This is an optimization exercise on Yosys and OpenROAD, whose aim is small area, not a production implementation. Function was checked by simulation only, so behaviour that the tests miss may differ from the original. No activity file was given, so power comes from the tool's default toggle rates. The flow treats the clock pin as an ideal source, which a real chip does not have.

[design/flow/design.v]
package synth_pkg;
	localparam int NUM_OPS = 6;
endpackage
module wave_rom
(
	input logic [6:0] addr,
	output logic [6:0] data
);
	logic [6:0] idx;  
	assign idx = addr[6] ? 7'd64 - {1'b0, addr[5:0]} : {1'b0, addr[5:0]};
	always_comb begin
		case (idx)
			7'd0: data = 7'd0;
			7'd1: data = 7'd3;
			7'd2: data = 7'd6;
			7'd3: data = 7'd9;
			7'd4: data = 7'd12;
			7'd5: data = 7'd16;
			7'd6: data = 7'd19;
			7'd7: data = 7'd22;
			7'd8: data = 7'd25;
			7'd9: data = 7'd28;
			7'd10: data = 7'd31;
			7'd11: data = 7'd34;
			7'd12: data = 7'd37;
			7'd13: data = 7'd40;
			7'd14: data = 7'd43;
			7'd15: data = 7'd46;
			7'd16: data = 7'd49;
			7'd17: data = 7'd51;
			7'd18: data = 7'd54;
			7'd19: data = 7'd57;
			7'd20: data = 7'd60;
			7'd21: data = 7'd63;
			7'd22: data = 7'd65;
			7'd23: data = 7'd68;
			7'd24: data = 7'd71;
			7'd25: data = 7'd73;
			7'd26: data = 7'd76;
			7'd27: data = 7'd78;
			7'd28: data = 7'd81;
			7'd29: data = 7'd83;
			7'd30: data = 7'd85;
			7'd31: data = 7'd88;
			7'd32: data = 7'd90;
			7'd33: data = 7'd92;
			7'd34: data = 7'd94;
			7'd35: data = 7'd96;
			7'd36: data = 7'd98;
			7'd37: data = 7'd100;
			7'd38: data = 7'd102;
			7'd39: data = 7'd104;
			7'd40: data = 7'd106;
			7'd41: data = 7'd107;
			7'd42: data = 7'd109;
			7'd43: data = 7'd111;
			7'd44: data = 7'd112;
			7'd45: data = 7'd113;
			7'd46: data = 7'd115;
			7'd47: data = 7'd116;
			7'd48: data = 7'd117;
			7'd49: data = 7'd118;
			7'd50: data = 7'd120;
			7'd51: data = 7'd121;
			7'd52: data = 7'd122;
			7'd53: data = 7'd122;
			7'd54: data = 7'd123;
			7'd55: data = 7'd124;
			7'd56: data = 7'd125;
			7'd57: data = 7'd125;
			7'd58: data = 7'd126;
			7'd59: data = 7'd126;
			7'd60: data = 7'd126;
			7'd61: data = 7'd127;
			7'd62: data = 7'd127;
			7'd63: data = 7'd127;
			7'd64: data = 7'd127;
			default: data = 7'd0;
		endcase
	end
endmodule
module rip_add #(
	parameter int W = 16
) (
	input logic [W-1:0] a,
	input logic [W-1:0] b,
	input logic ci,
	output logic [W-1:0] s,
	output logic co
);
	logic [W:0] c;
	assign c[0] = ci;
	for (genvar i = 0; i < W; i++) begin : g_bit
		assign s[i] = a[i] ^ b[i] ^ c[i];
		assign c[i + 1] = (a[i] & b[i]) | (c[i] & (a[i] ^ b[i]));
	end
	assign co = c[W];
endmodule
module rip_inc #(
	parameter int W = 32
) (
	input logic [W-1:0] a,
	output logic [W-1:0] s
);
	logic [W:0] c;
	assign c[0] = 1'b1;
	for (genvar i = 0; i < W; i++) begin : g_bit
		assign s[i] = a[i] ^ c[i];
		assign c[i + 1] = a[i] & c[i];
	end
endmodule
module voice_mixer
(
	input logic [6:0] mag,
	input logic sgn,
	input logic [15:0] lvl,  
	input logic [18:0] base,
	output logic [18:0] acc_new
);
	logic [26:8] sum;
	logic [3:0] b_one, b_two, b_neg;  
	logic x1;
	logic x2;
	logic x3;
	logic x4;
	logic x5;
	logic x6;
	logic x7;
	logic x8;
	logic x9;
	logic x10;
	logic x11;
	logic x12;
	logic x13;
	logic x14;
	logic x15;
	logic x16;
	logic x17;
	logic s18;
	logic x19;
	logic x20;
	logic x21;
	logic x22;
	logic x23;
	logic x24;
	logic x25;
	logic x26;
	logic x27;
	logic x28;
	logic x29;
	logic x30;
	logic x31;
	logic x32;
	logic x33;
	logic x34;
	logic x35;
	logic s36;
	logic x37;
	logic x38;
	logic x39;
	logic x40;
	logic x41;
	logic x42;
	logic x43;
	logic x44;
	logic x45;
	logic x46;
	logic x47;
	logic x48;
	logic x49;
	logic x50;
	logic x51;
	logic x52;
	logic x53;
	logic s54;
	logic x55;
	logic x56;
	logic x57;
	logic x58;
	logic x59;
	logic x60;
	logic x61;
	logic x62;
	logic x63;
	logic x64;
	logic x65;
	logic x66;
	logic x67;
	logic x68;
	logic x69;
	logic x70;
	logic x71;
	logic s72;
	logic s73;
	logic c74;
	logic s75;
	logic c76;
	logic s77;
	logic c78;
	logic s79;
	logic c80;
	logic s81;
	logic c82;
	logic s83;
	logic c84;
	logic s85;
	logic c86;
	logic s87;
	logic c88;
	logic s89;
	logic c90;
	logic s91;
	logic c92;
	logic s93;
	logic c94;
	logic s95;
	logic c96;
	logic s97;
	logic c98;
	logic s99;
	logic c100;
	logic s101;
	logic c102;
	logic s103;
	logic c104;
	logic s105;
	logic c106;
	logic s107;
	logic c108;
	logic s109;
	logic c110;
	logic s111;
	logic c112;
	logic s113;
	logic c114;
	logic s115;
	logic c116;
	logic s117;
	logic c118;
	logic s119;
	logic c120;
	logic s121;
	logic c122;
	logic s123;
	logic c124;
	logic s125;
	logic c126;
	logic s127;
	logic c128;
	logic s129;
	logic c130;
	logic s131;
	logic c132;
	logic s133;
	logic c134;
	logic s135;
	logic c136;
	logic s137;
	logic c138;
	logic s139;
	logic c140;
	logic s141;
	logic c142;
	logic s143;
	logic c144;
	logic s145;
	logic c146;
	logic s147;
	logic c148;
	logic s149;
	logic c150;
	logic s151;
	logic c152;
	logic s153;
	logic c154;
	logic s155;
	logic c156;
	logic s157;
	logic c158;
	logic s159;
	logic c160;
	logic s161;
	logic c162;
	logic s163;
	logic c164;
	logic s165;
	logic c166;
	logic s167;
	logic c168;
	logic s169;
	logic c170;
	logic s171;
	logic c172;
	logic s173;
	logic c174;
	logic r175;
	logic r176;
	logic r177;
	logic r178;
	logic r179;
	logic r180;
	logic r181;
	logic r182;
	logic r183;
	logic r184;
	logic r185;
	logic r186;
	logic r187;
	logic r188;
	logic r189;
	logic r190;
	logic r191;
	logic r192;
	logic r193;
	logic r194;
	logic u195;
	logic v196;
	logic r197;
	logic r198;
	logic u199;
	logic v200;
	logic r201;
	logic r202;
	logic u203;
	logic v204;
	logic r205;
	logic r206;
	logic u207;
	logic v208;
	logic r209;
	logic r210;
	logic u211;
	logic v212;
	logic r213;
	logic r214;
	logic u215;
	logic v216;
	logic r217;
	logic r218;
	logic u219;
	logic v220;
	assign b_one[0] = mag[0] ^ 1'b0;
	assign b_two[0] = (mag[1] & ~mag[0] & ~1'b0) | (~mag[1] & mag[0] & 1'b0);
	assign b_neg[0] = mag[1] ^ sgn;
	assign x1 = (b_one[0] & lvl[0]) ^ b_neg[0];
	assign x2 = ((b_one[0] & lvl[1]) | (b_two[0] & lvl[0])) ^ b_neg[0];
	assign x3 = ((b_one[0] & lvl[2]) | (b_two[0] & lvl[1])) ^ b_neg[0];
	assign x4 = ((b_one[0] & lvl[3]) | (b_two[0] & lvl[2])) ^ b_neg[0];
	assign x5 = ((b_one[0] & lvl[4]) | (b_two[0] & lvl[3])) ^ b_neg[0];
	assign x6 = ((b_one[0] & lvl[5]) | (b_two[0] & lvl[4])) ^ b_neg[0];
	assign x7 = ((b_one[0] & lvl[6]) | (b_two[0] & lvl[5])) ^ b_neg[0];
	assign x8 = ((b_one[0] & lvl[7]) | (b_two[0] & lvl[6])) ^ b_neg[0];
	assign x9 = ((b_one[0] & lvl[8]) | (b_two[0] & lvl[7])) ^ b_neg[0];
	assign x10 = ((b_one[0] & lvl[9]) | (b_two[0] & lvl[8])) ^ b_neg[0];
	assign x11 = ((b_one[0] & lvl[10]) | (b_two[0] & lvl[9])) ^ b_neg[0];
	assign x12 = ((b_one[0] & lvl[11]) | (b_two[0] & lvl[10])) ^ b_neg[0];
	assign x13 = ((b_one[0] & lvl[12]) | (b_two[0] & lvl[11])) ^ b_neg[0];
	assign x14 = ((b_one[0] & lvl[13]) | (b_two[0] & lvl[12])) ^ b_neg[0];
	assign x15 = ((b_one[0] & lvl[14]) | (b_two[0] & lvl[13])) ^ b_neg[0];
	assign x16 = ((b_one[0] & lvl[15]) | (b_two[0] & lvl[14])) ^ b_neg[0];
	assign x17 = ((b_one[0] & lvl[15]) | (b_two[0] & lvl[15])) ^ b_neg[0];
	assign s18 = ~x17;
	assign b_one[1] = mag[2] ^ mag[1];
	assign b_two[1] = (mag[3] & ~mag[2] & ~mag[1]) | (~mag[3] & mag[2] & mag[1]);
	assign b_neg[1] = mag[3] ^ sgn;
	assign x19 = (b_one[1] & lvl[0]) ^ b_neg[1];
	assign x20 = ((b_one[1] & lvl[1]) | (b_two[1] & lvl[0])) ^ b_neg[1];
	assign x21 = ((b_one[1] & lvl[2]) | (b_two[1] & lvl[1])) ^ b_neg[1];
	assign x22 = ((b_one[1] & lvl[3]) | (b_two[1] & lvl[2])) ^ b_neg[1];
	assign x23 = ((b_one[1] & lvl[4]) | (b_two[1] & lvl[3])) ^ b_neg[1];
	assign x24 = ((b_one[1] & lvl[5]) | (b_two[1] & lvl[4])) ^ b_neg[1];
	assign x25 = ((b_one[1] & lvl[6]) | (b_two[1] & lvl[5])) ^ b_neg[1];
	assign x26 = ((b_one[1] & lvl[7]) | (b_two[1] & lvl[6])) ^ b_neg[1];
	assign x27 = ((b_one[1] & lvl[8]) | (b_two[1] & lvl[7])) ^ b_neg[1];
	assign x28 = ((b_one[1] & lvl[9]) | (b_two[1] & lvl[8])) ^ b_neg[1];
	assign x29 = ((b_one[1] & lvl[10]) | (b_two[1] & lvl[9])) ^ b_neg[1];
	assign x30 = ((b_one[1] & lvl[11]) | (b_two[1] & lvl[10])) ^ b_neg[1];
	assign x31 = ((b_one[1] & lvl[12]) | (b_two[1] & lvl[11])) ^ b_neg[1];
	assign x32 = ((b_one[1] & lvl[13]) | (b_two[1] & lvl[12])) ^ b_neg[1];
	assign x33 = ((b_one[1] & lvl[14]) | (b_two[1] & lvl[13])) ^ b_neg[1];
	assign x34 = ((b_one[1] & lvl[15]) | (b_two[1] & lvl[14])) ^ b_neg[1];
	assign x35 = ((b_one[1] & lvl[15]) | (b_two[1] & lvl[15])) ^ b_neg[1];
	assign s36 = ~x35;
	assign b_one[2] = mag[4] ^ mag[3];
	assign b_two[2] = (mag[5] & ~mag[4] & ~mag[3]) | (~mag[5] & mag[4] & mag[3]);
	assign b_neg[2] = mag[5] ^ sgn;
	assign x37 = (b_one[2] & lvl[0]) ^ b_neg[2];
	assign x38 = ((b_one[2] & lvl[1]) | (b_two[2] & lvl[0])) ^ b_neg[2];
	assign x39 = ((b_one[2] & lvl[2]) | (b_two[2] & lvl[1])) ^ b_neg[2];
	assign x40 = ((b_one[2] & lvl[3]) | (b_two[2] & lvl[2])) ^ b_neg[2];
	assign x41 = ((b_one[2] & lvl[4]) | (b_two[2] & lvl[3])) ^ b_neg[2];
	assign x42 = ((b_one[2] & lvl[5]) | (b_two[2] & lvl[4])) ^ b_neg[2];
	assign x43 = ((b_one[2] & lvl[6]) | (b_two[2] & lvl[5])) ^ b_neg[2];
	assign x44 = ((b_one[2] & lvl[7]) | (b_two[2] & lvl[6])) ^ b_neg[2];
	assign x45 = ((b_one[2] & lvl[8]) | (b_two[2] & lvl[7])) ^ b_neg[2];
	assign x46 = ((b_one[2] & lvl[9]) | (b_two[2] & lvl[8])) ^ b_neg[2];
	assign x47 = ((b_one[2] & lvl[10]) | (b_two[2] & lvl[9])) ^ b_neg[2];
	assign x48 = ((b_one[2] & lvl[11]) | (b_two[2] & lvl[10])) ^ b_neg[2];
	assign x49 = ((b_one[2] & lvl[12]) | (b_two[2] & lvl[11])) ^ b_neg[2];
	assign x50 = ((b_one[2] & lvl[13]) | (b_two[2] & lvl[12])) ^ b_neg[2];
	assign x51 = ((b_one[2] & lvl[14]) | (b_two[2] & lvl[13])) ^ b_neg[2];
	assign x52 = ((b_one[2] & lvl[15]) | (b_two[2] & lvl[14])) ^ b_neg[2];
	assign x53 = ((b_one[2] & lvl[15]) | (b_two[2] & lvl[15])) ^ b_neg[2];
	assign s54 = ~x53;
	assign b_one[3] = mag[6] ^ mag[5];
	assign b_two[3] = (1'b0 & ~mag[6] & ~mag[5]) | (~1'b0 & mag[6] & mag[5]);
	assign b_neg[3] = 1'b0 ^ sgn;
	assign x55 = (b_one[3] & lvl[0]) ^ b_neg[3];
	assign x56 = ((b_one[3] & lvl[1]) | (b_two[3] & lvl[0])) ^ b_neg[3];
	assign x57 = ((b_one[3] & lvl[2]) | (b_two[3] & lvl[1])) ^ b_neg[3];
	assign x58 = ((b_one[3] & lvl[3]) | (b_two[3] & lvl[2])) ^ b_neg[3];
	assign x59 = ((b_one[3] & lvl[4]) | (b_two[3] & lvl[3])) ^ b_neg[3];
	assign x60 = ((b_one[3] & lvl[5]) | (b_two[3] & lvl[4])) ^ b_neg[3];
	assign x61 = ((b_one[3] & lvl[6]) | (b_two[3] & lvl[5])) ^ b_neg[3];
	assign x62 = ((b_one[3] & lvl[7]) | (b_two[3] & lvl[6])) ^ b_neg[3];
	assign x63 = ((b_one[3] & lvl[8]) | (b_two[3] & lvl[7])) ^ b_neg[3];
	assign x64 = ((b_one[3] & lvl[9]) | (b_two[3] & lvl[8])) ^ b_neg[3];
	assign x65 = ((b_one[3] & lvl[10]) | (b_two[3] & lvl[9])) ^ b_neg[3];
	assign x66 = ((b_one[3] & lvl[11]) | (b_two[3] & lvl[10])) ^ b_neg[3];
	assign x67 = ((b_one[3] & lvl[12]) | (b_two[3] & lvl[11])) ^ b_neg[3];
	assign x68 = ((b_one[3] & lvl[13]) | (b_two[3] & lvl[12])) ^ b_neg[3];
	assign x69 = ((b_one[3] & lvl[14]) | (b_two[3] & lvl[13])) ^ b_neg[3];
	assign x70 = ((b_one[3] & lvl[15]) | (b_two[3] & lvl[14])) ^ b_neg[3];
	assign x71 = ((b_one[3] & lvl[15]) | (b_two[3] & lvl[15])) ^ b_neg[3];
	assign s72 = ~x71;
	assign s73 = x7 ^ x23;
	assign c74 = x7 & x23;
	assign s75 = x8 ^ x24;
	assign c76 = x8 & x24;
	assign s77 = x9 ^ x25 ^ x41;
	assign c78 = (x9 & x25) | (x9 & x41) | (x25 & x41);
	assign s79 = x10 ^ x26 ^ x42;
	assign c80 = (x10 & x26) | (x10 & x42) | (x26 & x42);
	assign s81 = x11 ^ x27 ^ x43;
	assign c82 = (x11 & x27) | (x11 & x43) | (x27 & x43);
	assign s83 = x12 ^ x28 ^ x44;
	assign c84 = (x12 & x28) | (x12 & x44) | (x28 & x44);
	assign s85 = x13 ^ x29 ^ x45;
	assign c86 = (x13 & x29) | (x13 & x45) | (x29 & x45);
	assign s87 = x14 ^ x30 ^ x46;
	assign c88 = (x14 & x30) | (x14 & x46) | (x30 & x46);
	assign s89 = x15 ^ x31 ^ x47;
	assign c90 = (x15 & x31) | (x15 & x47) | (x31 & x47);
	assign s91 = x16 ^ x32 ^ x48;
	assign c92 = (x16 & x32) | (x16 & x48) | (x32 & x48);
	assign s93 = s18 ^ x33 ^ x49;
	assign c94 = (s18 & x33) | (s18 & x49) | (x33 & x49);
	assign s95 = x34 ^ x50;
	assign c96 = x34 & x50;
	assign s97 = s36 ^ x51;
	assign c98 = s36 & x51;
	assign s99 = x5 ^ x21;
	assign c100 = x5 & x21;
	assign s101 = x6 ^ x22;
	assign c102 = x6 & x22;
	assign s103 = s73 ^ x39 ^ x55;
	assign c104 = (s73 & x39) | (s73 & x55) | (x39 & x55);
	assign s105 = c74 ^ s75 ^ x40;
	assign c106 = (c74 & s75) | (c74 & x40) | (s75 & x40);
	assign s107 = c76 ^ s77 ^ x57;
	assign c108 = (c76 & s77) | (c76 & x57) | (s77 & x57);
	assign s109 = c78 ^ s79 ^ x58;
	assign c110 = (c78 & s79) | (c78 & x58) | (s79 & x58);
	assign s111 = c80 ^ s81 ^ x59;
	assign c112 = (c80 & s81) | (c80 & x59) | (s81 & x59);
	assign s113 = c82 ^ s83 ^ x60;
	assign c114 = (c82 & s83) | (c82 & x60) | (s83 & x60);
	assign s115 = c84 ^ s85 ^ x61;
	assign c116 = (c84 & s85) | (c84 & x61) | (s85 & x61);
	assign s117 = c86 ^ s87 ^ x62;
	assign c118 = (c86 & s87) | (c86 & x62) | (s87 & x62);
	assign s119 = c88 ^ s89 ^ x63;
	assign c120 = (c88 & s89) | (c88 & x63) | (s89 & x63);
	assign s121 = c90 ^ s91 ^ x64;
	assign c122 = (c90 & s91) | (c90 & x64) | (s91 & x64);
	assign s123 = c92 ^ s93 ^ x65;
	assign c124 = (c92 & s93) | (c92 & x65) | (s93 & x65);
	assign s125 = c94 ^ s95 ^ x66;
	assign c126 = (c94 & s95) | (c94 & x66) | (s95 & x66);
	assign s127 = c96 ^ s97 ^ x67;
	assign c128 = (c96 & s97) | (c96 & x67) | (s97 & x67);
	assign s129 = c98 ^ x52 ^ x68;
	assign c130 = (c98 & x52) | (c98 & x68) | (x52 & x68);
	assign s131 = s54 ^ x69;
	assign c132 = s54 & x69;
	assign s133 = x3 ^ x19;
	assign c134 = x3 & x19;
	assign s135 = x4 ^ x20;
	assign c136 = x4 & x20;
	assign s137 = s99 ^ x37 ^ b_neg[2];
	assign c138 = (s99 & x37) | (s99 & b_neg[2]) | (x37 & b_neg[2]);
	assign s139 = c100 ^ s101 ^ x38;
	assign c140 = (c100 & s101) | (c100 & x38) | (s101 & x38);
	assign s141 = c102 ^ s103 ^ b_neg[3];
	assign c142 = (c102 & s103) | (c102 & b_neg[3]) | (s103 & b_neg[3]);
	assign s143 = c104 ^ s105 ^ x56;
	assign c144 = (c104 & s105) | (c104 & x56) | (s105 & x56);
	assign s145 = c106 ^ s107 ^ base[0];
	assign c146 = (c106 & s107) | (c106 & base[0]) | (s107 & base[0]);
	assign s147 = c108 ^ s109 ^ base[1];
	assign c148 = (c108 & s109) | (c108 & base[1]) | (s109 & base[1]);
	assign s149 = c110 ^ s111 ^ base[2];
	assign c150 = (c110 & s111) | (c110 & base[2]) | (s111 & base[2]);
	assign s151 = c112 ^ s113 ^ base[3];
	assign c152 = (c112 & s113) | (c112 & base[3]) | (s113 & base[3]);
	assign s153 = c114 ^ s115 ^ base[4];
	assign c154 = (c114 & s115) | (c114 & base[4]) | (s115 & base[4]);
	assign s155 = c116 ^ s117 ^ base[5];
	assign c156 = (c116 & s117) | (c116 & base[5]) | (s117 & base[5]);
	assign s157 = c118 ^ s119 ^ base[6];
	assign c158 = (c118 & s119) | (c118 & base[6]) | (s119 & base[6]);
	assign s159 = c120 ^ s121 ^ base[7];
	assign c160 = (c120 & s121) | (c120 & base[7]) | (s121 & base[7]);
	assign s161 = c122 ^ s123 ^ base[8];
	assign c162 = (c122 & s123) | (c122 & base[8]) | (s123 & base[8]);
	assign s163 = c124 ^ s125 ^ base[9];
	assign c164 = (c124 & s125) | (c124 & base[9]) | (s125 & base[9]);
	assign s165 = c126 ^ s127 ^ base[10];
	assign c166 = (c126 & s127) | (c126 & base[10]) | (s127 & base[10]);
	assign s167 = c128 ^ s129 ^ base[11];
	assign c168 = (c128 & s129) | (c128 & base[11]) | (s129 & base[11]);
	assign s169 = c130 ^ s131 ^ base[12];
	assign c170 = (c130 & s131) | (c130 & base[12]) | (s131 & base[12]);
	assign s171 = c132 ^ x70 ^ base[13];
	assign c172 = (c132 & x70) | (c132 & base[13]) | (x70 & base[13]);
	assign s173 = s72 ^ base[14];
	assign c174 = s72 & base[14];
	assign r175 = (x1 & b_neg[0]) | (1'b0 & (x1 ^ b_neg[0]));
	assign r176 = (x2 & 1'b0) | (r175 & (x2 ^ 1'b0));
	assign r177 = (s133 & b_neg[1]) | (r176 & (s133 ^ b_neg[1]));
	assign r178 = (c134 & s135) | (r177 & (c134 ^ s135));
	assign r179 = (c136 & s137) | (r178 & (c136 ^ s137));
	assign r180 = (c138 & s139) | (r179 & (c138 ^ s139));
	assign r181 = (c140 & s141) | (r180 & (c140 ^ s141));
	assign r182 = (c142 & s143) | (r181 & (c142 ^ s143));
	assign sum[8] = c144 ^ s145 ^ r182;
	assign r183 = (c144 & s145) | (r182 & (c144 ^ s145));
	assign sum[9] = c146 ^ s147 ^ r183;
	assign r184 = (c146 & s147) | (r183 & (c146 ^ s147));
	assign sum[10] = c148 ^ s149 ^ r184;
	assign r185 = (c148 & s149) | (r184 & (c148 ^ s149));
	assign sum[11] = c150 ^ s151 ^ r185;
	assign r186 = (c150 & s151) | (r185 & (c150 ^ s151));
	assign sum[12] = c152 ^ s153 ^ r186;
	assign r187 = (c152 & s153) | (r186 & (c152 ^ s153));
	assign sum[13] = c154 ^ s155 ^ r187;
	assign r188 = (c154 & s155) | (r187 & (c154 ^ s155));
	assign sum[14] = c156 ^ s157 ^ r188;
	assign r189 = (c156 & s157) | (r188 & (c156 ^ s157));
	assign sum[15] = c158 ^ s159 ^ r189;
	assign r190 = (c158 & s159) | (r189 & (c158 ^ s159));
	assign sum[16] = c160 ^ s161 ^ r190;
	assign r191 = (c160 & s161) | (r190 & (c160 ^ s161));
	assign sum[17] = c162 ^ s163 ^ r191;
	assign r192 = (c162 & s163) | (r191 & (c162 ^ s163));
	assign sum[18] = c164 ^ s165 ^ r192;
	assign r193 = (c164 & s165) | (r192 & (c164 ^ s165));
	assign sum[19] = c166 ^ s167 ^ r193;
	assign r194 = (c166 & s167) | (r193 & (c166 ^ s167));
	assign u195 = c168 ^ s169 ^ 1'b0;
	assign v196 = c168 ^ s169 ^ 1'b1;
	assign sum[20] = r194 ? v196 : u195;
	assign r197 = (c168 & s169) | (1'b0 & (c168 ^ s169));
	assign r198 = (c168 & s169) | (1'b1 & (c168 ^ s169));
	assign u199 = c170 ^ s171 ^ r197;
	assign v200 = c170 ^ s171 ^ r198;
	assign sum[21] = r194 ? v200 : u199;
	assign r201 = (c170 & s171) | (r197 & (c170 ^ s171));
	assign r202 = (c170 & s171) | (r198 & (c170 ^ s171));
	assign u203 = c172 ^ s173 ^ r201;
	assign v204 = c172 ^ s173 ^ r202;
	assign sum[22] = r194 ? v204 : u203;
	assign r205 = (c172 & s173) | (r201 & (c172 ^ s173));
	assign r206 = (c172 & s173) | (r202 & (c172 ^ s173));
	assign u207 = c174 ^ base[15] ^ r205;
	assign v208 = c174 ^ base[15] ^ r206;
	assign sum[23] = r194 ? v208 : u207;
	assign r209 = (c174 & base[15]) | (r205 & (c174 ^ base[15]));
	assign r210 = (c174 & base[15]) | (r206 & (c174 ^ base[15]));
	assign u211 = base[16] ^ 1'b0 ^ r209;
	assign v212 = base[16] ^ 1'b0 ^ r210;
	assign sum[24] = r194 ? v212 : u211;
	assign r213 = (base[16] & 1'b0) | (r209 & (base[16] ^ 1'b0));
	assign r214 = (base[16] & 1'b0) | (r210 & (base[16] ^ 1'b0));
	assign u215 = base[17] ^ 1'b0 ^ r213;
	assign v216 = base[17] ^ 1'b0 ^ r214;
	assign sum[25] = r194 ? v216 : u215;
	assign r217 = (base[17] & 1'b0) | (r213 & (base[17] ^ 1'b0));
	assign r218 = (base[17] & 1'b0) | (r214 & (base[17] ^ 1'b0));
	assign u219 = base[18] ^ 1'b0 ^ r217;
	assign v220 = base[18] ^ 1'b0 ^ r218;
	assign sum[26] = r194 ? v220 : u219;
	assign acc_new = sum[26:8];
endmodule
module fm_voice (
	input logic clk37,
	input logic rst,
	input logic cmd_valid,
	input logic [31:0] cmd_data,
	output logic signed [15:0] sample,
	output logic sample_valid,
	output logic cmd_busy
);
	localparam int NOPS = synth_pkg::NUM_OPS;
	logic [2:0] s;
	logic [2:0] s2;  
	logic [2:0] s3;  
	logic [2:0] s4;  
	logic started;  
	logic z2, z1, z0;  
	logic clr_f;  
	logic clr_e;
	assign s2 = (s >= 3'd4) ? s - 3'd4 : s + 3'd2;
	assign s3 = (s >= 3'd3) ? s - 3'd3 : s + 3'd3;
	assign s4 = (s >= 3'd2) ? s - 3'd2 : s + 3'd4;
	always_ff @(posedge clk37) begin
		if (rst) begin
			s <= 3'd3;
			started <= 1'b0;
			z2 <= 1'b1;
			z1 <= 1'b1;
			z0 <= 1'b1;
		end else begin
			s <= (s == 3'd5) ? 3'd0 : s + 3'd1;
			if (s == 3'd1) started <= 1'b1;
			if (started && s == 3'd3) z2 <= 1'b0;
			z1 <= z2;
			z0 <= z1;
		end
	end
	assign clr_f = rst || (z0 && !started && (s == 3'd3 || s == 3'd4));  
	assign clr_e = z2;
	logic [3:0] words_left;
	logic cur_env;  
	logic [2:0] cur_idx;
	logic gate;
	logic [5:0] mix_mask;
	logic [31:0] fld [1:7];  
	logic [31:0] last_q;  
	logic [2:0] eidx;  
	logic [2:0] fidx;  
	logic last_word;
	logic idx_ok;
	logic wr_env;
	logic wr_freq;
	assign cmd_busy = |words_left;
	assign last_word = cmd_valid && (words_left == 4'd1) && !rst;
	assign idx_ok = !(cur_idx[2] && cur_idx[1]);
	assign wr_env = last_word && idx_ok && cur_env;
	assign wr_freq = last_word && idx_ok && !cur_env;
	always_ff @(posedge clk37) begin
		if (rst) begin
			words_left <= '0;
			gate <= 1'b0;
			mix_mask <= '0;
		end else if (cmd_valid) begin
			if (cmd_busy) begin
				words_left <= words_left - 4'd1;
			end else begin
				cur_env <= cmd_data[31:24] == 8'd1;
				cur_idx <= cmd_data[18:16];
				if (cmd_data[31:24] == 8'd1) words_left <= 4'd8;
				if (cmd_data[31:24] == 8'd3) words_left <= 4'd1;
				if (cmd_data[31:24] == 8'd2) begin
					gate <= cmd_data[0];
					mix_mask <= cmd_data[13:8];
				end
			end
		end
	end
	always_ff @(posedge clk37) begin
		if ((cmd_valid && words_left == 4'd8) || wr_freq) fld[1] <= cmd_data;
		for (int m = 2; m < 8; m++) begin
			if (cmd_valid && words_left == 4'(9 - m)) fld[m] <= cmd_data;
		end
		if (wr_env) last_q <= cmd_data;
		if (wr_env) eidx <= cur_idx;
		if (wr_freq) fidx <= cur_idx;
	end
	logic pend_a, pend_b, pend_r, pend_f;
	logic live0, live3, pa0, pa3, pb3;
	logic pf0, pf2, pf4;
	logic ins_a0, ins_a3, ins_b3, ins_r2;
	assign live0 = wr_env && cur_idx == s;
	assign live3 = wr_env && cur_idx == s3;
	assign pa0 = pend_a && eidx == s;
	assign pa3 = pend_a && eidx == s3;
	assign pb3 = pend_b && eidx == s3;
	assign pf0 = pend_f && fidx == s;
	assign pf2 = pend_f && fidx == s2;
	assign pf4 = pend_f && fidx == s4;
	assign ins_a0 = live0 || pa0;
	assign ins_a3 = live3 || pa3;
	assign ins_b3 = live3 || pb3;
	assign ins_r2 = pend_r && eidx == s2;
	always_ff @(posedge clk37) begin
		if (rst) begin
			pend_a <= 1'b0;
			pend_b <= 1'b0;
			pend_r <= 1'b0;
			pend_f <= 1'b0;
		end else begin
			pend_a <= (wr_env && !live0 && !live3) || (pend_a && !pa0 && !pa3);
			pend_b <= (wr_env && !live3) || (pend_b && !pb3);
			pend_r <= wr_env || (pend_r && !ins_r2);
			pend_f <= wr_freq || (pend_f && !pf0 && !pf2 && !pf4);
		end
	end
	logic [95:0] pa [NOPS];  
	logic [127:0] pb [NOPS];  
	logic [31:0] pr [NOPS];  
	logic [31:0] pf [NOPS];  
	logic [95:0] a_w;
	logic [127:0] b_w;
	assign a_w = {fld[1], fld[2], fld[3]};
	assign b_w = {fld[4], fld[5], fld[6], fld[7]};
	logic keep_a0, keep_a3, keep_b3, keep_r2, keep_f0, keep_f2, keep_f4;
	assign keep_a0 = !ins_a0 && !clr_e;
	assign keep_a3 = !ins_a3 && !clr_e;
	assign keep_b3 = !ins_b3 && !clr_e;
	assign keep_r2 = !ins_r2 && !clr_e;
	assign keep_f0 = !pf0 && !clr_f;
	assign keep_f2 = !pf2 && !clr_f;
	assign keep_f4 = !pf4 && !clr_f;
	always_ff @(posedge clk37) begin
		pa[0] <= pa[1];
		pa[1] <= pa[2];
		pa[2] <= ({96{ins_a3}} & a_w) | ({96{keep_a3}} & pa[3]);
		pa[3] <= pa[4];
		pa[4] <= pa[5];
		pa[5] <= ({96{ins_a0}} & a_w) | ({96{keep_a0}} & pa[0]);
		pr[0] <= pr[1];
		pr[1] <= ({32{ins_r2}} & last_q) | ({32{keep_r2}} & pr[2]);
		pr[2] <= pr[3];
		pr[3] <= pr[4];
		pr[4] <= pr[5];
		pr[5] <= pr[0];
		pb[0] <= pb[1];
		pb[1] <= pb[2];
		pb[2] <= ({128{ins_b3}} & b_w) | ({128{keep_b3}} & pb[3]);
		pb[3] <= pb[4];
		pb[4] <= pb[5];
		pb[5] <= pb[0];
		pf[0] <= pf[1];
		pf[1] <= ({32{pf2}} & fld[1]) | ({32{keep_f2}} & pf[2]);
		pf[2] <= pf[3];
		pf[3] <= ({32{pf4}} & fld[1]) | ({32{keep_f4}} & pf[4]);
		pf[4] <= pf[5];
		pf[5] <= ({32{pf0}} & fld[1]) | ({32{keep_f0}} & pf[0]);
	end
	logic [2:0] st_r [NOPS];
	logic [31:0] cnt_r [NOPS];
	logic [31:0] amp_r [NOPS];
	logic [31:0] ph_r [NOPS];
	logic gate_d1, gate_d2;
	always_ff @(posedge clk37) begin
		gate_d1 <= gate;
		gate_d2 <= gate_d1;
	end
	logic [15:0] ph_lo;
	logic ph_c, ph_cq;
	logic [2:0] st1;
	localparam int AL = 17;  
	logic [AL-1:0] isel1;
	logic [AL-1:0] amp_lo;
	logic amp_c, amp_cq;
	rip_add #(16) ph_lo_add (
		.a(z1 ? 16'd0 : ph_r[1][15:0]),
		.b(pf[1][15:0]),
		.ci(1'b0),
		.s(ph_lo),
		.co(ph_c)
	);
	assign st1 = z1 ? 3'd0 : st_r[1];
	assign isel1 = ({AL{st1 == 3'd1}} & pa[1][32 +: AL]) | ({AL{st1 == 3'd2}} & pb[1][96 +: AL]) |
		({AL{st1 == 3'd3}} & pb[1][32 +: AL]) | ({AL{st1[2]}} & pr[1][AL-1:0]);
	rip_add #(AL) amp_lo_add (
		.a(st1 == 3'd3 ? {AL{1'b0}} : amp_r[1][AL-1:0]),
		.b(isel1),
		.ci(1'b0),
		.s(amp_lo),
		.co(amp_c)
	);
	always_ff @(posedge clk37) begin
		ph_cq <= ph_c;
		amp_cq <= amp_c;
	end
	logic [15:0] ph_hi;
	rip_add #(16) ph_hi_add (
		.a(z0 ? 16'd0 : ph_r[0][31:16]),
		.b(pf[0][31:16]),
		.ci(ph_cq),
		.s(ph_hi),
		.co()
	);
	logic [31:0] at_time, at_inc, de_time, de_inc, su_time, su_lvl, re_time, re_inc;
	assign {at_time, at_inc, de_time} = pa[0];
	assign {de_inc, su_time, su_lvl, re_time} = pb[0];
	assign re_inc = pr[0];
	logic [2:0] st;
	logic is_i, is_s, is_r;
	logic [31:0] tsel, amp_sum, cnt_inc;
	logic [31:AL] isel0;
	logic eq, tr;
	logic [2:0] nst;
	logic [31:0] ncnt, namp;
	assign st = z0 ? 3'd0 : st_r[0];
	assign is_i = st == 3'd0;
	assign is_s = st == 3'd3;
	assign is_r = !(is_i || st == 3'd1 || st == 3'd2 || is_s);
	logic sel_a, sel_d, sel_s, sel_r;
	assign sel_a = st == 3'd1;
	assign sel_d = st == 3'd2;
	assign sel_s = is_s;
	assign sel_r = st[2];
	assign tsel = ({32{sel_a}} & at_time) | ({32{sel_d}} & de_time) | ({32{sel_s}} & su_time) | ({32{sel_r}} & re_time);
	assign isel0 = ({(32-AL){sel_a}} & at_inc[31:AL]) | ({(32-AL){sel_d}} & de_inc[31:AL]) |
		({(32-AL){sel_s}} & su_lvl[31:AL]) | ({(32-AL){sel_r}} & re_inc[31:AL]);
	assign eq = cnt_r[0] == tsel;
	rip_add #(32 - AL) amp_hi_add (
		.a(sel_s ? {(32-AL){1'b0}} : amp_r[0][31:AL]),
		.b(isel0),
		.ci(amp_cq),
		.s(amp_sum[31:AL]),
		.co()
	);
	assign amp_sum[AL-1:0] = amp_r[0][AL-1:0];
	rip_inc #(32) cnt_inc_add (
		.a(cnt_r[0]),
		.s(cnt_inc)
	);
	assign tr = is_r ? (eq || amp_sum[31]) : (eq || !gate_d2);
	always_comb begin
		if (is_i) nst = {2'b00, gate_d2};
		else if (!tr) nst = st;
		else if (is_r) nst = 3'd0;
		else if (gate_d2) nst = st + 3'd1;
		else nst = 3'd4;
	end
	assign ncnt = (is_i || tr) ? 32'd0 : cnt_inc;
	assign namp = (is_i || (is_r && tr)) ? 32'd0 : amp_sum;
	always_ff @(posedge clk37) begin
		for (int k = 0; k < NOPS - 1; k++) begin
			st_r[k] <= st_r[k + 1];
			cnt_r[k] <= cnt_r[k + 1];
			amp_r[k] <= amp_r[k + 1];
			ph_r[k] <= ph_r[k + 1];
		end
		ph_r[0][15:0] <= ph_lo;
		amp_r[0][AL-1:0] <= amp_lo;
		st_r[NOPS - 1] <= nst;
		cnt_r[NOPS - 1] <= ncnt;
		amp_r[NOPS - 1] <= namp;
		ph_r[NOPS - 1] <= {ph_hi, ph_r[0][15:0]};
	end
	logic [6:0] rom_data;
	logic [6:0] mag;
	logic sgn;
	logic [18:0] acc;
	logic [18:0] acc_new;
	wave_rom wave_rom_inst (
		.addr(ph_hi[14:8]),
		.data(rom_data)
	);
	always_ff @(posedge clk37) begin
		mag <= mix_mask[s] ? rom_data : 7'd0;
		sgn <= mix_mask[s] && ph_hi[15];
	end
	voice_mixer voice_mixer_inst (
		.mag(mag),
		.sgn(sgn),
		.lvl(amp_r[NOPS - 1][31:16]),
		.base((s == 3'd1) ? 19'd393728 : acc),
		.acc_new(acc_new)
	);
	always_ff @(posedge clk37) begin
		acc <= acc_new;
	end
	assign sample = acc[18:3];
	assign sample_valid = started && s == 3'd1;
endmodule
[design/flow/flow/run.sh]
#!/bin/bash
# The standard layout (standard.sh) with three changes:
# - synthesis maps the logic with ABC's mapper told to relax delay in favour of area: the ORFS scripts
#   are copied to ./orfs_scripts unchanged except abc_area.script (ABC_AREA is
#   set in config.mk), and SCRIPTS_DIR points there;
# - the input and output ports are buffered with the smallest buffer (buf_1);
# - clock tree synthesis adds no dummy loads to balance the tree (leaf clusters
#   of up to 33 sinks within 90 um, clkbuf_16 only).
# The full tool output goes to standard.log here and to the ORFS logs under
# orfs/logs.
set -e
cd "$(dirname "$0")/.."
rm -rf orfs_scripts
cp -r "$FLOW_HOME/scripts" orfs_scripts
printf '&get -n\n&st\n&dch\n&nf -R 1000 -p\n&put\ntopo\nstime -c\n' > orfs_scripts/abc_area.script
export SCRIPTS_DIR="$PWD/orfs_scripts"
export BUFFER_PORTS_ARGS="-buffer_cell sky130_fd_sc_hd__buf_1"
export CTS_ARGS="-sink_clustering_enable -repair_clock_nets -dont_use_dummy_load -sink_clustering_size 33 -sink_clustering_max_diameter 90 -buf_list sky130_fd_sc_hd__clkbuf_16"
bash standard.sh > standard.log 2>&1
[design/flow/standard.sh]
#!/bin/bash
# synth_recipe.tcl (not shown) runs the flow's synth.tcl, then flattens the netlist and writes it again
# the make line also repeats each setting of config.mk as NAME=value (left out here)
make -C /OpenROAD-flow-scripts/flow DESIGN_CONFIG=/design/flow/config.mk WORK_HOME=/design/flow/orfs CLKGATE_MAP_FILE= SYNTH_SCRIPT=/design/flow/synth_recipe.tcl "${@:-finish}"
[design/flow/config.mk]
export PLATFORM = sky130hd
export DESIGN_NAME = fm_voice
export DESIGN_NICKNAME = fm_voice
export VERILOG_FILES = /design/flow/design.v
export SDC_FILE = /design/flow/constraint.sdc
export NUM_CORES = 4
export LEC_CHECK = 0
export ABC_AREA = 1
export CAP_MARGIN = 20
export CORE_MARGIN = 2
export CORE_UTILIZATION = 75
export PLACE_DENSITY = 0.85
export SLEW_MARGIN = 20
[design/flow/constraint.sdc]
create_clock -name core_clock -period 10.0 [get_ports {clk37}]
set_input_delay 2.0000 -clock core_clock [delete_from_list [all_inputs] [get_ports {clk37}]]
set_output_delay 2.0000 -clock core_clock [all_outputs]
set_load 0.01 [all_outputs]
==> results.ini, run 1 <==
[run_status]
outcome = finished clean

[synthesis]
ys_warn_count = 20
yosysSeqAreaShare = 0.812
yosys.area_share.simple = 0.0290
synth_edf_count = 266
synth_seq_cells = 2641
synth_top_family_by_area = compound AO/OA/AOI/OAI gates
yosysUniqueCellTypes = 51
synth_fa_ha_area_frac = 0.0470
synthCells = 4212
synthFlopType = dfxtp_1
synth_compound_area_frac = 0.0852
syn_area_um2 = 68400
synth_xor_area_frac = 0.0173
synthMuxAreaShare = 0.000476
syn_avg_cell_area_um2 = 16.2
async_reset_ff_frac = 0

[floorplanning]
die_y_um = 306
row_count = 110
dieArea_um2 = 93600
io_pins = 53
initial_core_util = 0.758
die_w_um = 306
core_um2 = 90100

[setup_path]
slowest_delay_ns = 0.49
crit_path_frequent_cell = fa_2
crit_arrival_ns = 10.18
endpoint_kind = register
critPathSlowestCell = fa_1
required_ns = 10.57
crit_type = reg -> reg
crit_fanout = 4
startpoint_type = register

[grt]
grt_pass1_vias = 34000
grt_usage = 0.296
grt_pass1_wl_mm = 208
grt_max_degree = 70
antenna_found_initial = 3
grt-ovfl-total = 0

[power_and_ir_drop]
ir_drop_mv = 0.184
leakagePower_nw = 27.8
powerDensity_nw_per_um2 = 218

[route]
drc_errors = 0
first_pass_iters = 9
routed_wl_mm = 137
avgViaCountPerCell = 5.88
routedWlPerCell_um = 24.5
drtIter0Drc = 3415
via_count = 32900
drtAntennaViolNets = 0

[sta]
setup_slack_ns = 0.389
rsz0062_at_grt = false
maxSlewViolCount = 0
fin_crit_sh = 0.961
fin_crit_ns = 9.61
final-hold-violation-count = 0
skew_ns = 0.120
worst_pin_slew_ns = 1.14
max_freq_mhz = 104
hold_ws_ns = 0.214
finalSetupViolations = 0
slew_headroom = 0.241

[placement]
hpwl_mm = 79.1
io_buffer_count = 52
dp_slack_ns = -0.139
dpl.cell_count = 5506
gp_congestion = 0.886

[layout]
area_delta_synth_final_pct = 6.93
fin_cells = 5598
utilization = 0.811
drive_above_1_share = 0.0523
nNetsFinal = 4646
fillers = 4377

[cts]
cts_tree = done
cts.sinks = 2641
clock-root-buffer = clkbuf_16
postCtsHoldBufs = 0
cts-buffers-inserted = 91
clock_latency_ns = 0.72
cts_max_level = 3
ctsLongestPathBuffers = 3
clk_pin_slew_ns = 0.12
postCtsSetupBuffers = 0

[run]
cap_violations = 0

[hold_path]
hp-class = reg -> reg

==> final timing paths <==
check	start	end	slack [ns]	depth (start not counted)
min reg2reg	amp_r[4][20]$_DFF_P_	amp_r[3][20]$_DFF_P_	0.21	0
max reg2reg	mag[1]$_SDFF_PN0_	acc[18]$_DFF_P_	0.39	34
max	mag[1]$_SDFF_PN0_	acc[18]$_DFF_P_	0.39	34
min	amp_r[4][20]$_DFF_P_	amp_r[3][20]$_DFF_P_	0.21	0
==> state kept, by name (all words and copies together), names as in the netlist, 3 cells and up <==
register / flops
pb: 768
pa: 576
fld: 224
amp_r: 192
cnt_r: 192
pf: 192
ph_r: 192
pr: 192
last_q: 32
acc: 19
st_r: 18
mag: 7
mix_mask: 6
words_left: 4
cur_idx: 3
eidx: 3
fidx: 3
s: 3
==> layout by cell type, fill, tap and decap left out, types with 5 or more instances in the layout <==
cell / n
nor2_4: 8
buf_1: 52
clkinv_1: 124
clkbuf_16: 91
a21boi_0: 27
ha_1: 72
nand2_1: 131
fa_2: 14
dfxtp_1: 2371
nor2_1: 64
xnor2_1: 61
nor3_1: 17
a22oi_1: 58
a22o_1: 448
nand2b_1: 33
edfxtp_1: 266
nand3_1: 13
and2_0: 5
o21ai_0: 33
fa_1: 101
nor2b_1: 91
a31oi_1: 7
nor4_1: 9
a222oi_1: 64
xor2_1: 71
buf_4: 79
a21oi_1: 29
==> report_power, final <==
| group | switching [mW] | total (mW) | internal (mW) |
|---|---|---|---|
| sequential | 0.0877 | 10.9 | 10.8 |
| clock | 2.87 | 4.52 | 1.65 |
| combinational | 0.345 | 0.488 | 0.143 |
| total | 3.30 | 15.9 | 12.6 |
==> worst max-delay path, delay by kind of cell (launching register included) <==
| kind | cells | cell delay (ns) |
|---|---|---|
| fa+ha+maj | 21 | 7.85 |
| flops | 1 | 0.39 |
| simple gates | 4 | 0.36 |
| compound gates | 4 | 0.36 |
| buf+inv | 3 | 0.29 |
| xor+xnor | 2 | 0.26 |
==> cells by family (layout without fill, tap and decap cells) <==
family          count (synthesis)  after routing
mux                             2              2
flops                        2641           2641
xor+xnor                      135            135
other cells                     0              1
buf+inv                       142            351
fa+ha+maj                     188            188
simple gates                  403            403
compound gates                701            701
==> through the flow <==
step | total power [mW] | setup TNS (ns) | instance area [µm²]
final | 15.9 | 0 | 73100
after global routing | 16.3 | 0 | 73100
after CTS | 15.9 | 0 | 73100
after detailed placement | 11.6 | -0.222 | 70800
after global placement | 11.6 | -0.00895 | 70800
after floorplan | 11.4 | -0.00219 | 68500
==> synthesized netlist by cell type (all sizes together), types with 7 or more instances <==
master,number,area share
dfxtp,2375,0.70
a22o,449,0.058
edfxtp,266,0.12
nand2,132,0.0072
clkinv,126,0.0069
fa,115,0.034
nor2b,97,0.0089
nor2,76,0.0042
ha,73,0.013
xor2,72,0.0092
a222oi,64,0.0094
xnor2,63,0.0081
a22oi,59,0.0065
o21ai,37,0.0027
nand2b,33,0.0030
a21oi,29,0.0021
a21boi,27,0.0030
nor3,19,0.0014
buf,16,0.0018
nand3,13,0.00095
nor4,9,0.00082
a31oi,7,0.00064
and2,7,0.00064
==> timing repair <==
item	CTS	global route
gates resized for setup	8	5
pin swaps	0	5
endpoints found under the setup margin	2	58
==> layout make-up <==
| class | instances | area, µm² | area share |
|---|---|---|---|
| Inverter | 126 | 478 | 0.00654 |
| Tap cell | 1176 | 1470 | 0.0201 |
| Timing Repair Buffer | 134 | 822 | 0.0112 |
| Sequential cell | 2641 | 55500 | 0.760 |
| Antenna cell | 1 | 2.50 | 0.0000342 |
| Multi-Input combinational cell | 1429 | 12500 | 0.171 |
| Clock buffer | 91 | 2280 | 0.0311 |
==> per-layer routing <==
layer / up-vias / part of all wire / GRT usage / routed length [µm]
met2: 1246 / 0.49 / 0.496 / 66800
met1: 16600 / 0.43 / 0.415 / 58500
met5: - / 0.000095 / 0 / 13
met3: 241 / 0.057 / 0.0314 / 7770
met4: 2 / 0.031 / 0.0907 / 4250
li1: 14800 / - / - / -
==> run 2: changes to the inputs <==
--- a/design/flow/design.v
+++ b/design/flow/design.v
@@ -315,28 +315,9 @@
 	logic r194;
-	logic u195;
-	logic v196;
+	logic r195;
+	logic r196;
 	logic r197;
 	logic r198;
-	logic u199;
-	logic v200;
+	logic r199;
+	logic r200;
 	logic r201;
-	logic r202;
-	logic u203;
-	logic v204;
-	logic r205;
-	logic r206;
-	logic u207;
-	logic v208;
-	logic r209;
-	logic r210;
-	logic u211;
-	logic v212;
-	logic r213;
-	logic r214;
-	logic u215;
-	logic v216;
-	logic r217;
-	logic r218;
-	logic u219;
-	logic v220;
 	assign b_one[0] = mag[0] ^ 1'b0;
@@ -559,35 +540,16 @@
 	assign r194 = (c166 & s167) | (r193 & (c166 ^ s167));
-	assign u195 = c168 ^ s169 ^ 1'b0;
-	assign v196 = c168 ^ s169 ^ 1'b1;
-	assign sum[20] = r194 ? v196 : u195;
-	assign r197 = (c168 & s169) | (1'b0 & (c168 ^ s169));
-	assign r198 = (c168 & s169) | (1'b1 & (c168 ^ s169));
-	assign u199 = c170 ^ s171 ^ r197;
-	assign v200 = c170 ^ s171 ^ r198;
-	assign sum[21] = r194 ? v200 : u199;
-	assign r201 = (c170 & s171) | (r197 & (c170 ^ s171));
-	assign r202 = (c170 & s171) | (r198 & (c170 ^ s171));
-	assign u203 = c172 ^ s173 ^ r201;
-	assign v204 = c172 ^ s173 ^ r202;
-	assign sum[22] = r194 ? v204 : u203;
-	assign r205 = (c172 & s173) | (r201 & (c172 ^ s173));
-	assign r206 = (c172 & s173) | (r202 & (c172 ^ s173));
-	assign u207 = c174 ^ base[15] ^ r205;
-	assign v208 = c174 ^ base[15] ^ r206;
-	assign sum[23] = r194 ? v208 : u207;
-	assign r209 = (c174 & base[15]) | (r205 & (c174 ^ base[15]));
-	assign r210 = (c174 & base[15]) | (r206 & (c174 ^ base[15]));
-	assign u211 = base[16] ^ 1'b0 ^ r209;
-	assign v212 = base[16] ^ 1'b0 ^ r210;
-	assign sum[24] = r194 ? v212 : u211;
-	assign r213 = (base[16] & 1'b0) | (r209 & (base[16] ^ 1'b0));
-	assign r214 = (base[16] & 1'b0) | (r210 & (base[16] ^ 1'b0));
-	assign u215 = base[17] ^ 1'b0 ^ r213;
-	assign v216 = base[17] ^ 1'b0 ^ r214;
-	assign sum[25] = r194 ? v216 : u215;
-	assign r217 = (base[17] & 1'b0) | (r213 & (base[17] ^ 1'b0));
-	assign r218 = (base[17] & 1'b0) | (r214 & (base[17] ^ 1'b0));
-	assign u219 = base[18] ^ 1'b0 ^ r217;
-	assign v220 = base[18] ^ 1'b0 ^ r218;
-	assign sum[26] = r194 ? v220 : u219;
+	assign sum[20] = c168 ^ s169 ^ r194;
+	assign r195 = (c168 & s169) | (r194 & (c168 ^ s169));
+	assign sum[21] = c170 ^ s171 ^ r195;
+	assign r196 = (c170 & s171) | (r195 & (c170 ^ s171));
+	assign sum[22] = c172 ^ s173 ^ r196;
+	assign r197 = (c172 & s173) | (r196 & (c172 ^ s173));
+	assign sum[23] = c174 ^ base[15] ^ r197;
+	assign r198 = (c174 & base[15]) | (r197 & (c174 ^ base[15]));
+	assign sum[24] = base[16] ^ 1'b0 ^ r198;
+	assign r199 = (base[16] & 1'b0) | (r198 & (base[16] ^ 1'b0));
+	assign sum[25] = base[17] ^ 1'b0 ^ r199;
+	assign r200 = (base[17] & 1'b0) | (r199 & (base[17] ^ 1'b0));
+	assign sum[26] = base[18] ^ 1'b0 ^ r200;
+	assign r201 = (base[18] & 1'b0) | (r200 & (base[18] ^ 1'b0));
 	assign acc_new = sum[26:8];
--- a/design/flow/config.mk
+++ b/design/flow/config.mk
@@ -11,3 +11,3 @@
 export CORE_UTILIZATION = 75
-export PLACE_DENSITY = 0.85
+export PLACE_DENSITY = 0.8
 export SLEW_MARGIN = 20
==> results.ini, run 2 <==
[cts]
ctsLongestPathBuffers = 3  ; unchanged
postCtsHoldBufs = 0  ; unchanged
cts.sinks = 2641  ; unchanged
clock-root-buffer = clkbuf_16
cts_tree = done
postCtsSetupBuffers = 0  ; unchanged
clock_latency_ns = 0.68  ; -0.04 ns
clk_pin_slew_ns = 0.11  ; about the same
cts_max_level = 3  ; unchanged
cts-buffers-inserted = 90  ; -1.1%

[synthesis]
synth_edf_count = 266  ; unchanged
async_reset_ff_frac = 0  ; unchanged
synthCells = 4191  ; -0.50%
yosysMostFrequentCell = dfxtp_1
synthFlopType = dfxtp_1
ys_warn_count = 20  ; unchanged
syn_area_um2 = 68300  ; -0.15%
synth_top_area_cell = dfxtp_1
syn_avg_cell_area_um2 = 16.3  ; +0.35%
synth_top_area_share = 0.696  ; +0.00105
yosysUniqueCellTypes = 52  ; +2.0%
synth_area_leaders = dfxtp_1, edfxtp_1, a22o_1
synth_common_cells = dfxtp_1, a22o_1, edfxtp_1
yosysSeqAreaShare = 0.814  ; +0.00122
synth_seq_cells = 2641  ; unchanged

[setup_path]
worst-r2r-setup-slack_ns = 0.37  ; -0.02 ns
crit_family = adder cells
crit_path_frequent_cell = fa_2
startpoint_type = register
crit_arrival_ns = 10.21  ; +0.03 ns
slowest_delay_ns = 0.53  ; +0.04 ns
crit_buf_inv = 3  ; unchanged
required_ns = 10.58  ; about the same
crit_fanout = 4  ; unchanged
crit_type = reg -> reg
critPathSlowestCell = fa_1
endpoint_kind = register

[grt]
grt_pass1_wl_mm = 201  ; -3.2%
grt-ovfl-total = 0  ; unchanged
grt_max_degree = 78  ; +11%
grt_usage = 0.286  ; -0.0103
antenna_found_initial = 2  ; -1
grt_pass1_vias = 33100  ; -2.5%

[route]
drtIter0Drc = 2954  ; -13%
drc_errors = 0  ; unchanged
routedWlPerCell_um = 23.7  ; -3.2%
via_count = 32200  ; -2.2%
avgViaCountPerCell = 5.77  ; -1.8%
drtAntennaViolNets = 0  ; unchanged
first_pass_iters = 8  ; -1
routed_wl_mm = 132  ; -3.6%

[placement]
gp_congestion = 0.855  ; -3.6%
dp_slack_ns = -0.148  ; -0.00814 ns
hpwl_mm = 78.2  ; -1.0%
io_buffer_count = 52  ; unchanged
placed_area_um2 = 70600  ; -0.20%
dpl.cell_count = 5482  ; -0.44%

[run]
cap_violations = 0  ; unchanged

[floorplanning]
initial_core_util = 0.757  ; -0.00114
row_count = 110  ; unchanged
core_um2 = 90100  ; unchanged
die_y_um = 306  ; about the same
die_w_um = 306  ; about the same
io_pins = 53  ; unchanged
dieArea_um2 = 93400  ; -0.15%

[power_and_ir_drop]
leakagePower_nw = 27.8  ; -0.21%
total_power_mw = 15.8  ; -0.52%
ir_drop_mv = 0.194  ; +5.8%
powerDensity_nw_per_um2 = 217  ; -0.33%

[layout]
drive_above_1_share = 0.0516  ; -0.000636
nNetsFinal = 4621  ; -0.54%
largest-register = pb
utilization = 0.809  ; -0.00149
area_delta_synth_final_pct = 6.90  ; about the same
fin_area_um2 = 73000  ; -0.18%
largest_reg_flops = 768  ; unchanged
reg.largest.list = pb x768, pa x576, fld x224
final_common_cell = dfxtp_1
fillers = 4692  ; +7.2%
mostFrequentLayoutCells = dfxtp_1, a22o_1, edfxtp_1, nand2_1, clkinv_1
fin_cells = 5575  ; -0.41%

[sta]
rsz0062_at_grt = false
tns_ns = 0  ; unchanged
slew_headroom = 0.231  ; -0.00935
setup_slack_ns = 0.366  ; -0.0227 ns
maxSlewViolCount = 0  ; unchanged
hold_ws_ns = 0.314  ; +0.0997 ns
worst_pin_slew_ns = 1.15  ; +0.0140 ns
max_freq_mhz = 104  ; -0.24%
skew_ns = 0.0531  ; -0.0665 ns
fin_crit_ns = 9.63  ; +0.0227 ns
finalSetupViolations = 0  ; unchanged
final-hold-violation-count = 0  ; unchanged
fin_crit_sh = 0.963  ; +0.00227

[hold_path]
hp-class = reg -> reg

[run_status]
outcome = finished clean

## run 2: changes by cell type in the layout (fill, tap and decap cells not counted), sizes merged, moves of 6 or more
cell | before | now
xnor2 | 63 | 52
clkinv | 125 | 116
nor2b | 97 | 88
nand2 | 132 | 138
xor2 | 72 | 82
o21ai | 37 | 28
## run 2: metal layers
metal,track usage,vias up,wire [µm],part of all wire
met5,0,-,0,0
met4,0.0810,0,3750,0.028
met3,0.0315,179,7210,0.054
met2,0.466,1013,63300,0.48
met1,0.414,16200,58200,0.44
li1,-,14800,-,-
## run 2: final timing paths
check                         start  cells past startpoint           endpoint
setup / recovery  mag[1]$_SDFF_PN0_                     33    acc[18]$_DFF_P_
hold / removal    pb[2][29]$_DFF_P_                      0  pb[1][29]$_DFF_P_
setup reg to reg  mag[1]$_SDFF_PN0_                     33    acc[18]$_DFF_P_
hold reg to reg   pb[2][29]$_DFF_P_                      0  pb[1][29]$_DFF_P_
## run 2: timing repair
action,in CTS,in global routing
gates resized for setup,7,2
pin swaps,1,3
setup endpoints to repair,2,3
## run 2: cell type report
cell class	instances	area (µm²)	share of cell area
tap	1176	1470	0.0202
sequential	2641	55500	0.761
inverter	117	439	0.00602
multi-input combinational	1417	12400	0.170
antenna	1	2.50	0.0000343
timing repair buffer	133	831	0.0114
clock buffer	90	2250	0.0309
## run 2: report_power, final
part / internal (mW) / switching, mW
combinational: 0.130 / 0.317
sequential: 10.8 / 0.0924
clock: 1.64 / 2.84
total: 12.6 / 3.25
## run 2: kinds of logic after synthesis
group           synth area share
flops                      0.814
compound gates            0.0849
simple gates              0.0288
fa+ha+maj                 0.0468
xor+xnor                  0.0172
buf+inv                  0.00819
mux                     0.000641
==> run 3: changes to the inputs <==
--- a/design/flow/flow/run.sh
+++ b/design/flow/flow/run.sh
@@ -16,2 +16,3 @@
 export SCRIPTS_DIR="$PWD/orfs_scripts"
+export REMOVE_ABC_BUFFERS=1
 export BUFFER_PORTS_ARGS="-buffer_cell sky130_fd_sc_hd__buf_1"
--- a/design/flow/config.mk
+++ b/design/flow/config.mk
@@ -11,3 +11,3 @@
 export CORE_UTILIZATION = 75
-export PLACE_DENSITY = 0.8
+export PLACE_DENSITY = 0.85
 export SLEW_MARGIN = 20
==> results.ini, run 3 <==
[run_status]
outcome = finished clean

[setup_path]
slowest_delay_ns = 0.54  ; about the same
endpoint_kind = register
crit_type = reg -> reg
crit_fanout = 15  ; +11
crit_arrival_ns = 10.24  ; +0.03 ns
reg2reg_from = mag[1]$_SDFF_PN0_
critPathSlowestCell = fa_1
crit_path_frequent_cell = fa_2
startpoint_type = register
required_ns = 10.59  ; about the same
critPathLaunch = mag[1]$_SDFF_PN0_

[grt]
grt_usage = 0.298  ; +0.0117
antenna_found_initial = 3  ; +1
grt_pass1_vias = 34100  ; +3.0%
grt_pass1_wl_mm = 209  ; +3.9%
grt-ovfl-total = 0  ; unchanged
grt_max_degree = 72  ; -7.7%

[placement]
hpwl_mm = 81.5  ; +4.1%
dp_slack_ns = -1.12  ; -0.972 ns
dpl.cell_count = 5510  ; +0.51%
io_buffer_count = 52  ; unchanged
gp_congestion = 0.852  ; -0.37%

[sta]
rsz0062_at_grt = false
worst_pin_slew_ns = 1.12  ; -0.0320 ns
hold_ws_ns = 0.277  ; -0.0369 ns
max_freq_mhz = 104  ; -0.15%
maxSlewViolCount = 0  ; unchanged
fin_crit_sh = 0.965  ; +0.00146
finalSetupViolations = 0  ; unchanged
skew_ns = 0.0875  ; +0.0344 ns
final-hold-violation-count = 0  ; unchanged
slew_headroom = 0.253  ; +0.0213
fin_crit_ns = 9.65  ; +0.0146 ns
setup_slack_ns = 0.351  ; -0.0146 ns

[cts]
cts_tree = done
clock-root-buffer = clkbuf_16
clk_pin_slew_ns = 0.11  ; about the same
cts-buffers-inserted = 90  ; unchanged
ctsLongestPathBuffers = 3  ; unchanged
cts.sinks = 2641  ; unchanged
clock_latency_ns = 0.70  ; +0.02 ns
postCtsSetupBuffers = 0  ; unchanged
postCtsHoldBufs = 0  ; unchanged
cts_max_level = 3  ; unchanged

[floorplanning]
core_um2 = 90100  ; unchanged
io_pins = 53  ; unchanged
initial_core_util = 0.757  ; unchanged
die_y_um = 306  ; unchanged
row_count = 110  ; unchanged
die_w_um = 306  ; unchanged
dieArea_um2 = 93400  ; unchanged

[route]
avgViaCountPerCell = 5.88  ; +1.9%
via_count = 33000  ; +2.4%
routed_wl_mm = 138  ; +4.4%
drtIter0Drc = 3112  ; +5.3%
first_pass_iters = 10  ; +2
routedWlPerCell_um = 24.7  ; +3.9%
drtAntennaViolNets = 0  ; unchanged
drc_errors = 0  ; unchanged

[synthesis]
yosysMostFrequentCell = dfxtp_1
syn_avg_cell_area_um2 = 16.3  ; unchanged
synth_seq_cells = 2641  ; unchanged
syn_area_um2 = 68300  ; unchanged
synth_top_area_cell = dfxtp_1
synth_edf_count = 266  ; unchanged
synthCells = 4191  ; unchanged
yosysSeqAreaShare = 0.814  ; unchanged
yosysUniqueCellTypes = 52  ; unchanged
synthFlopType = dfxtp_1
synth_top_area_share = 0.696  ; unchanged
synth_area_leaders = dfxtp_1, edfxtp_1, a22o_1
ys_warn_count = 20  ; unchanged
synth_common_cells = dfxtp_1, a22o_1, edfxtp_1
async_reset_ff_frac = 0  ; unchanged

[layout]
seq_area_um2 = 55500  ; about the same
mostFrequentLayoutCells = dfxtp_1, a22o_1, edfxtp_1, nand2_1, clkinv_1
utilization = 0.811  ; +0.00157
reg.largest.list = pb x768, pa x576, fld x224
largest_reg_flops = 768  ; unchanged
final_common_cell = dfxtp_1
largest-register = pb
area_delta_synth_final_pct = 7.10
fin_cells = 5602  ; +0.48%
multi_input_area_um2 = 12400  ; -0.43%
fillers = 4363  ; -7.0%
drive_above_1_share = 0.0561  ; +0.00444
nNetsFinal = 4647  ; +0.56%

[power_and_ir_drop]
ir_drop_mv = 0.192  ; -1.2%
powerDensity_nw_per_um2 = 217  ; about the same
leakagePower_nw = 27.9  ; +0.46%

[run]
cap_violations = 0  ; unchanged

[hold_path]
hp-class = reg -> reg
min_from = amp_r[1][30]$_DFF_P_

==> run 3: routing by layer <==
layer	vias to the layer above	part of all wire	track usage
li1	14800	-	-
met1	16600	0.42	0.411
met2	1262	0.48	0.491
met3	269	0.062	0.0368
met4	4	0.040	0.111
met5	-	0.00016	0
==> run 3: kinds of logic after synthesis <==
logic type | share of synthesized area
flops | 0.814
compound gates | 0.0849
simple gates | 0.0288
fa+ha+maj | 0.0468
xor+xnor | 0.0172
buf+inv | 0.00819
mux | 0.000641
==> run 3: through the flow <==
step | TNS [ns] | cell area (µm²) | total power [mW]
after floorplan | -424.20 | 68100 | 11.4
after global placement | -2.97 | 70800 | 11.6
after detailed placement | -3.85 | 70800 | 11.6
after CTS | 0 | 73100 | 15.9
after global routing | 0 | 73100 | 16.3
final | 0 | 73100 | 15.9
==> run 3: power breakdown <==
part,total (mW),internal [mW],switching (mW),leakage (nW)
Sequential,10.9,10.8,0.0856,21.5
Combinational,0.453,0.130,0.323,5.27
Clock,4.50,1.64,2.86,1.11
==> run 3: path summary, 6_finish.rpt <==
path | endpoint | slack, ns | cells after the start
min | amp_r[0][30]$_DFF_P_ | 0.28 | 0
min reg2reg | amp_r[0][30]$_DFF_P_ | 0.28 | 0
max reg2reg | acc[18]$_DFF_P_ | 0.35 | 30
max | acc[18]$_DFF_P_ | 0.35 | 30
==> run 3: layout make-up <==
type                            count  share of cell area
Sequential cell                  2641               0.760
Inverter                          117             0.00601
Clock buffer                       90              0.0308
Tap cell                         1176              0.0201
Multi-Input combinational cell   1417               0.169
Antenna cell                        2           0.0000685
Timing Repair Buffer              159              0.0141
==> run 3: critical path, delay by kind of cell (launching register included) <==
family	cells	cell delay, ns
flops	1	0.34
simple gates	2	0.31
buf+inv	4	0.53
fa+ha+maj	21	7.99
compound gates	1	0.10
xor+xnor	2	0.31
==> run 3: timing repair <==
action	CTS	global route
hold endpoints to repair	0	0
gates cloned	0	0
setup endpoints to repair	5	4
gates resized for setup	21	2
pin swaps	6	9
==> run 4: changes to the inputs <==
--- a/design/flow/flow/run.sh
+++ b/design/flow/flow/run.sh
@@ -16,3 +16,2 @@
 export SCRIPTS_DIR="$PWD/orfs_scripts"
-export REMOVE_ABC_BUFFERS=1
 export BUFFER_PORTS_ARGS="-buffer_cell sky130_fd_sc_hd__buf_1"
==> results.ini, run 4 <==
[route]
via_count = 33400  ; +1.3%
drtIter0Drc = 3371  ; +8.3%
routedWlPerCell_um = 25.7  ; +3.9%

[cts]
clock_latency_ns = 0.72  ; +0.02 ns
postCtsSetupBuffers = 0  ; unchanged
postCtsHoldBufs = 0  ; unchanged
cts.sinks = 2641  ; unchanged
cts-buffers-inserted = 90  ; unchanged
clock-root-buffer = clkbuf_16

[grt]
antenna_found_initial = 6  ; +3
grt_max_degree = 75  ; +4.2%
grt_pass1_wl_mm = 214  ; +2.7%
grt_pass1_vias = 34800  ; +2.0%

[setup_path]
endpoint_kind = register
startpoint_type = register
critPathSlowestCell = fa_1

[layout]
area_delta_synth_final_pct = 6.92
reg.largest.list = pb x768, pa x576, fld x224
fillers = 4324  ; -0.89%
nNetsFinal = 4620  ; -0.58%
largest-register = pb
final_common_cell = dfxtp_1

[run_status]
outcome = finished clean

[placement]
placed_area_um2 = 70600  ; -0.21%
hpwl_mm = 83.3  ; +2.2%
io_buffer_count = 52  ; unchanged
dp_slack_ns = -0.160  ; +0.960 ns

[sta]
worst_pin_slew_ns = 1.16  ; +0.0357 ns
setup_slack_ns = 0.341  ; -0.0107 ns
hold_ws_ns = 0.264  ; -0.0123 ns
slew_headroom = 0.229  ; -0.0238
final-hold-violation-count = 0  ; unchanged
skew_ns = 0.0836  ; -0.00390 ns
finalSetupViolations = 0  ; unchanged
maxSlewViolCount = 0  ; unchanged
max_freq_mhz = 104  ; -0.11%

[floorplanning]
row_count = 110  ; unchanged
initial_core_util = 0.757  ; unchanged
io_pins = 53  ; unchanged
core_um2 = 90100  ; unchanged

[synthesis]
synth_edf_count = 266  ; unchanged
synthCells = 4191  ; unchanged
syn_avg_cell_area_um2 = 16.3  ; unchanged
synth_top_area_share = 0.696  ; unchanged
ys_warn_count = 20  ; unchanged
synth_area_leaders = dfxtp_1, edfxtp_1, a22o_1

[power_and_ir_drop]
leakagePower_nw = 27.8  ; -0.40%
total_power_mw = 15.9  ; about the same

[run]
cap_violations = 0  ; unchanged

==> run 4: cell counts after synthesis <==
Identical to the previous run, type by type.
==> run 4: metrics by stage <==
step,utilization,setup TNS (ns)
after floorplan,-,0
after global placement,0.784,0
after detailed placement,0.784,-0.285
after CTS,0.809,0
after global routing,0.810,0
final,0.810,0
==> run 4: cell type report <==
class | count | area [µm²] | area share
multi-input combinational | 1417 | 12500 | 0.171
sequential | 2641 | 55500 | 0.761
tap | 1176 | 1470 | 0.0202
timing repair buffer | 132 | 827 | 0.0113
antenna | 2 | 5.00 | 0.0000686
clock buffer | 90 | 2250 | 0.0309
inverter | 117 | 439 | 0.00602
==> run 4: power breakdown <==
group	internal, mW	total, mW	switching [mW]
registers	10.8	10.9	0.0971
clock network	1.64	4.50	2.86
logic	0.131	0.453	0.322
total	12.6	15.9	3.28
==> run 4: layer usage <==
metal	wire length [µm]	track usage
met4	5230	0.110
met5	35	0
met2	69700	0.515
met1	59100	0.422
met3	8980	0.0401
==> run 4: cell families after synthesis <==
| logic type | count (synthesis) | synth area share |
|---|---|---|
| adders and majority gates | 186 | 0.0468 |
| buffers and inverters | 133 | 0.00819 |
| AOI/OAI and AO/OA | 693 | 0.0849 |
| muxes | 3 | 0.000641 |
| DFF | 2641 | 0.814 |
| xor gates and xnor gates | 134 | 0.0172 |
| and+or+nand+nor | 401 | 0.0288 |
==> run 4: worst paths after layout <==
kind                                         start  cells after the start  slack, ns                endpoint
worst max register to register       z0$_SDFF_PP1_                     27       0.34  amp_r[5][0]$_SDFF_PP0_
worst min register to register  pb[0][111]$_DFF_P_                      0       0.26      pb[5][111]$_DFF_P_
worst min-delay path            pb[0][111]$_DFF_P_                      0       0.26      pb[5][111]$_DFF_P_
worst max-delay path                 z0$_SDFF_PP1_                     27       0.34  amp_r[5][0]$_SDFF_PP0_
==> run 4: worst max-delay path: cells and delay by family (launching register included) <==
family | cells | cell delay [ns]
fa+ha+maj | 15 | 6.60
xor+xnor | 2 | 0.54
flops | 1 | 0.33
buf+inv | 3 | 0.85
simple gates | 4 | 0.58
compound gates | 3 | 0.58
==> run 4: what timing repair did <==
| action | 4_1_cts | 5_1_grt |
|---|---|---|
| gates cloned | 0 | 0 |
| pin swaps | 2 | 6 |
| endpoints found under the hold margin | 0 | 0 |
| gates resized for setup | 6 | 11 |
| endpoints found under the setup margin | 3 | 66 |

==> afterwards: timing with drivers on the ports <==
The flow's constraints put no driver on any port. The routed layouts listed below were extracted and timed again, unchanged, in two steps.
Step 1 assumes that a clkbuf_16 drives the clock port and a buf_2 every other input.
Step 2 times the ports against the registers' clock, not the clock port: input delays grow and output delays shrink by t, the midpoint of the rising clock arrivals with the driver on.
Three values: ideal ports, drivers, drivers and shift; two values: the first two.
run | shift t [ns] | slack for setup (ns)
run 1 | 0.735 | 0.389 / 0.389 / 0.389
run 2 | 0.736 | 0.366 / 0.366 / 0.366
run 3 | 0.733 | 0.351 / 0.351 / 0.351
run 4 | 0.754 | 0.341 / 0.341 / 0.341
After both steps setup and hold are still met in every run listed.
